This design comes from an exercise in tuning for small area, a short achievable clock period and few clock cycles per item on the open sky130 flow, not from production work.

==> trial 5 <==
Design dac_waveform_sequencer, start of the top module:
module dac_waveform_sequencer #(
  parameter int TABLE_DEPTH     = 20,
  parameter int SHORT_DEPTH     = 10,
  parameter int SEQUENCE_LENGTH = 6
) (
  input  logic                              clk_i,
  input  logic                              rst_ni,
  input  logic                              in_valid_i,
  output logic                              in_stall_o,
  input  logic [1:0]                        opcode_i,
  input  logic [1:0]                        table_select_i,
  input  logic [4:0]                        sample_index_i,
  input  logic [dws_pkg::SAMPLE_W-1:0]      sample_value_i,
  input  logic [dws_pkg::SEG_LIST_W-1:0]    segment_list_i,
  output logic                              out_valid_o,
  input  logic                              out_stall_i,
  output logic [dws_pkg::SAMPLE_W-1:0]      dac_value_o,
  output logic                              busy_res_o,
  output logic                              sequence_done_o,
  output logic                              refused_o,
  input  logic                              cfg_valid_i,
  output logic                              cfg_ready_o,
  input  logic [dws_pkg::CFG_INDEX_W-1:0]   cfg_index_i,
  input  logic [dws_pkg::CFG_DATA_W-1:0]    cfg_data_i
);
==> module dws_store, before the edit <==
module dws_store (
  input  logic                          clk_i,
  input  logic                          clr_i,
  input  logic                          we_i,
  input  logic [1:0]                    wr_tbl_i,
  input  logic [4:0]                    wr_idx_i,
  input  logic [dws_pkg::SAMPLE_W-1:0]  wr_data_i,
  input  logic [1:0]                    rd_tbl_i,
  input  logic [4:0]                    rd_idx_i,
  output logic [dws_pkg::SAMPLE_W-1:0]  rd_data_o,
  output logic [4*dws_pkg::SAMPLE_W-1:0] first_o
);
  localparam int W = dws_pkg::SAMPLE_W;
  logic [W-1:0] t0_q [10];
  logic [W-1:0] t1_q [20];
  logic [W-1:0] t2_q [20];
  logic [W-1:0] t3_q [20];
  logic [W-1:0] wd;
  assign wd = clr_i ? '0 : wr_data_i;
  for (genvar i = 0; i < 10; i++) begin : g_t0
    always_ff @(posedge clk_i) begin
      if (clr_i || (we_i && wr_tbl_i == 2'd0 && wr_idx_i == 5'(i))) t0_q[i] <= wd;
    end
  end
  for (genvar i = 0; i < 20; i++) begin : g_t123
    always_ff @(posedge clk_i) begin
      if (clr_i || (we_i && wr_tbl_i == 2'd1 && wr_idx_i == 5'(i))) t1_q[i] <= wd;
      if (clr_i || (we_i && wr_tbl_i == 2'd2 && wr_idx_i == 5'(i))) t2_q[i] <= wd;
      if (clr_i || (we_i && wr_tbl_i == 2'd3 && wr_idx_i == 5'(i))) t3_q[i] <= wd;
    end
  end
  logic [3:0]  tsel;
  logic [19:0] isel;
  always_comb begin
    for (int t = 0; t < 4; t++) tsel[t] = (rd_tbl_i == 2'(t));
    for (int i = 0; i < 20; i++) isel[i] = (rd_idx_i == 5'(i));
  end
  always_comb begin
    rd_data_o = '0;
    for (int i = 0; i < 10; i++) rd_data_o = rd_data_o | ({W{tsel[0] & isel[i]}} & t0_q[i]);
    for (int i = 0; i < 20; i++) begin
      rd_data_o = rd_data_o | ({W{tsel[1] & isel[i]}} & t1_q[i]);
      rd_data_o = rd_data_o | ({W{tsel[2] & isel[i]}} & t2_q[i]);
      rd_data_o = rd_data_o | ({W{tsel[3] & isel[i]}} & t3_q[i]);
    end
  end
  assign first_o = {t3_q[0], t2_q[0], t1_q[0], t0_q[0]};
endmodule
export LEC_CHECK = 0
export ABC_CLOCK_PERIOD_IN_PS = 2000
export CAP_MARGIN = 20
export CORE_MARGIN = 2
export CORE_UTILIZATION = 55
export SETUP_SLACK_MARGIN = 4.2
export SLEW_MARGIN = 20
create_clock -name core_clock -period 6.5 [get_ports {clk_i}]
run.sh (not shown) runs the stock make flow with config.mk's settings and CLKGATE_MAP_FILE= SYNTH_SCRIPT=/design/flow/synth_recipe.tcl, a recipe that flattens the netlist after the stock synthesis.
==> build 38: changes against trial 5 <==
--- a/flow/design.v
+++ b/flow/design.v
@@ -47,16 +47,22 @@
   end
-  logic [3:0]  tsel;
-  logic [19:0] isel;
+  logic [W-1:0] r0, r1, r2, r3;
   always_comb begin
-    for (int t = 0; t < 4; t++) tsel[t] = (rd_tbl_i == 2'(t));
-    for (int i = 0; i < 20; i++) isel[i] = (rd_idx_i == 5'(i));
-  end
-  always_comb begin
-    rd_data_o = '0;
-    for (int i = 0; i < 10; i++) rd_data_o = rd_data_o | ({W{tsel[0] & isel[i]}} & t0_q[i]);
+    r0 = '0;
+    r1 = '0;
+    r2 = '0;
+    r3 = '0;
+    for (int i = 0; i < 10; i++) if (rd_idx_i == 5'(i)) r0 = t0_q[i];
     for (int i = 0; i < 20; i++) begin
-      rd_data_o = rd_data_o | ({W{tsel[1] & isel[i]}} & t1_q[i]);
-      rd_data_o = rd_data_o | ({W{tsel[2] & isel[i]}} & t2_q[i]);
-      rd_data_o = rd_data_o | ({W{tsel[3] & isel[i]}} & t3_q[i]);
+      if (rd_idx_i == 5'(i)) begin
+        r1 = t1_q[i];
+        r2 = t2_q[i];
+        r3 = t3_q[i];
+      end
     end
+    unique case (rd_tbl_i)
+      2'd0:    rd_data_o = r0;
+      2'd1:    rd_data_o = r1;
+      2'd2:    rd_data_o = r2;
+      default: rd_data_o = r3;
+    endcase
   end
--- a/flow/config.mk
+++ b/flow/config.mk
@@ -7,7 +7,5 @@
 export LEC_CHECK = 0
-export ABC_CLOCK_PERIOD_IN_PS = 2000
 export CAP_MARGIN = 20
 export CORE_MARGIN = 2
-export CORE_UTILIZATION = 55
-export SETUP_SLACK_MARGIN = 4.2
+export CORE_UTILIZATION = 40
 export SLEW_MARGIN = 20
==> build 21: changes against trial 5 <==
--- a/flow/config.mk
+++ b/flow/config.mk
@@ -7,7 +7,7 @@
 export LEC_CHECK = 0
-export ABC_CLOCK_PERIOD_IN_PS = 2000
+export ABC_CLOCK_PERIOD_IN_PS = 2500
 export CAP_MARGIN = 20
 export CORE_MARGIN = 2
-export CORE_UTILIZATION = 55
-export SETUP_SLACK_MARGIN = 4.2
+export CORE_UTILIZATION = 40
+export SETUP_SLACK_MARGIN = 3.8
 export SLEW_MARGIN = 20
==> results.txt <==
- Net Count, Synth: 2468
- Vias in the first global route: roughly 25000
- Critical Path Slowest Stage Cell: or4_4
- Status: no timing/DRC/antenna violations
the above is filed under build 21

==> results.txt <==
- Status: no timing/DRC/antenna violations
- Vias in the first global route: 24700
- Net Count, Synth: about 2500
- Setup crit start kind: flop
the above is filed under trial 5

==> results.txt <==
- Root Driver: clkbuf_16
- Vias in the first global route: about 26000
- Net Count, Synth: 2763
- Status: no timing/DRC/antenna violations
- Pre-Repair DR Iteration Count: 6
the above is filed under build 38

No run of this note included a check of the RTL's function; only the layout flow was run.

-- separate check: timing with driven ports --
Ports are ideal in the flow. The routed layouts listed here were re-timed in OpenROAD. Step 1 assumes that a clkbuf_16 drives the clock port and a buf_2 every other input. Step 2 moves the port delays by t, midway between the first and last clock arrival at a register: inputs arrive t later, outputs are due t later. That takes back most of the time a late clock gives input paths. a / b / c = ideal / step 1 / step 2; a / b = the first two.
| run | t, ns | setup WS [ns] | clock arrival spread, ns | worst data-port slew with drivers (ns) |
|---|---|---|---|---|
| trial 5 | 0.721 | 2.692 / 2.692 / 2.692 | 0.033 / 0.034 | 0.07 |
| build 38 | 0.713 | 0.531 / 0.531 / 0.531 | 0.021 / 0.022 | 0.05 |
| build 21 | 0.709 | 2.743 / 2.743 / 2.743 | 0.057 / 0.057 | 0.04 |
After both steps setup and hold are still met in every run listed.
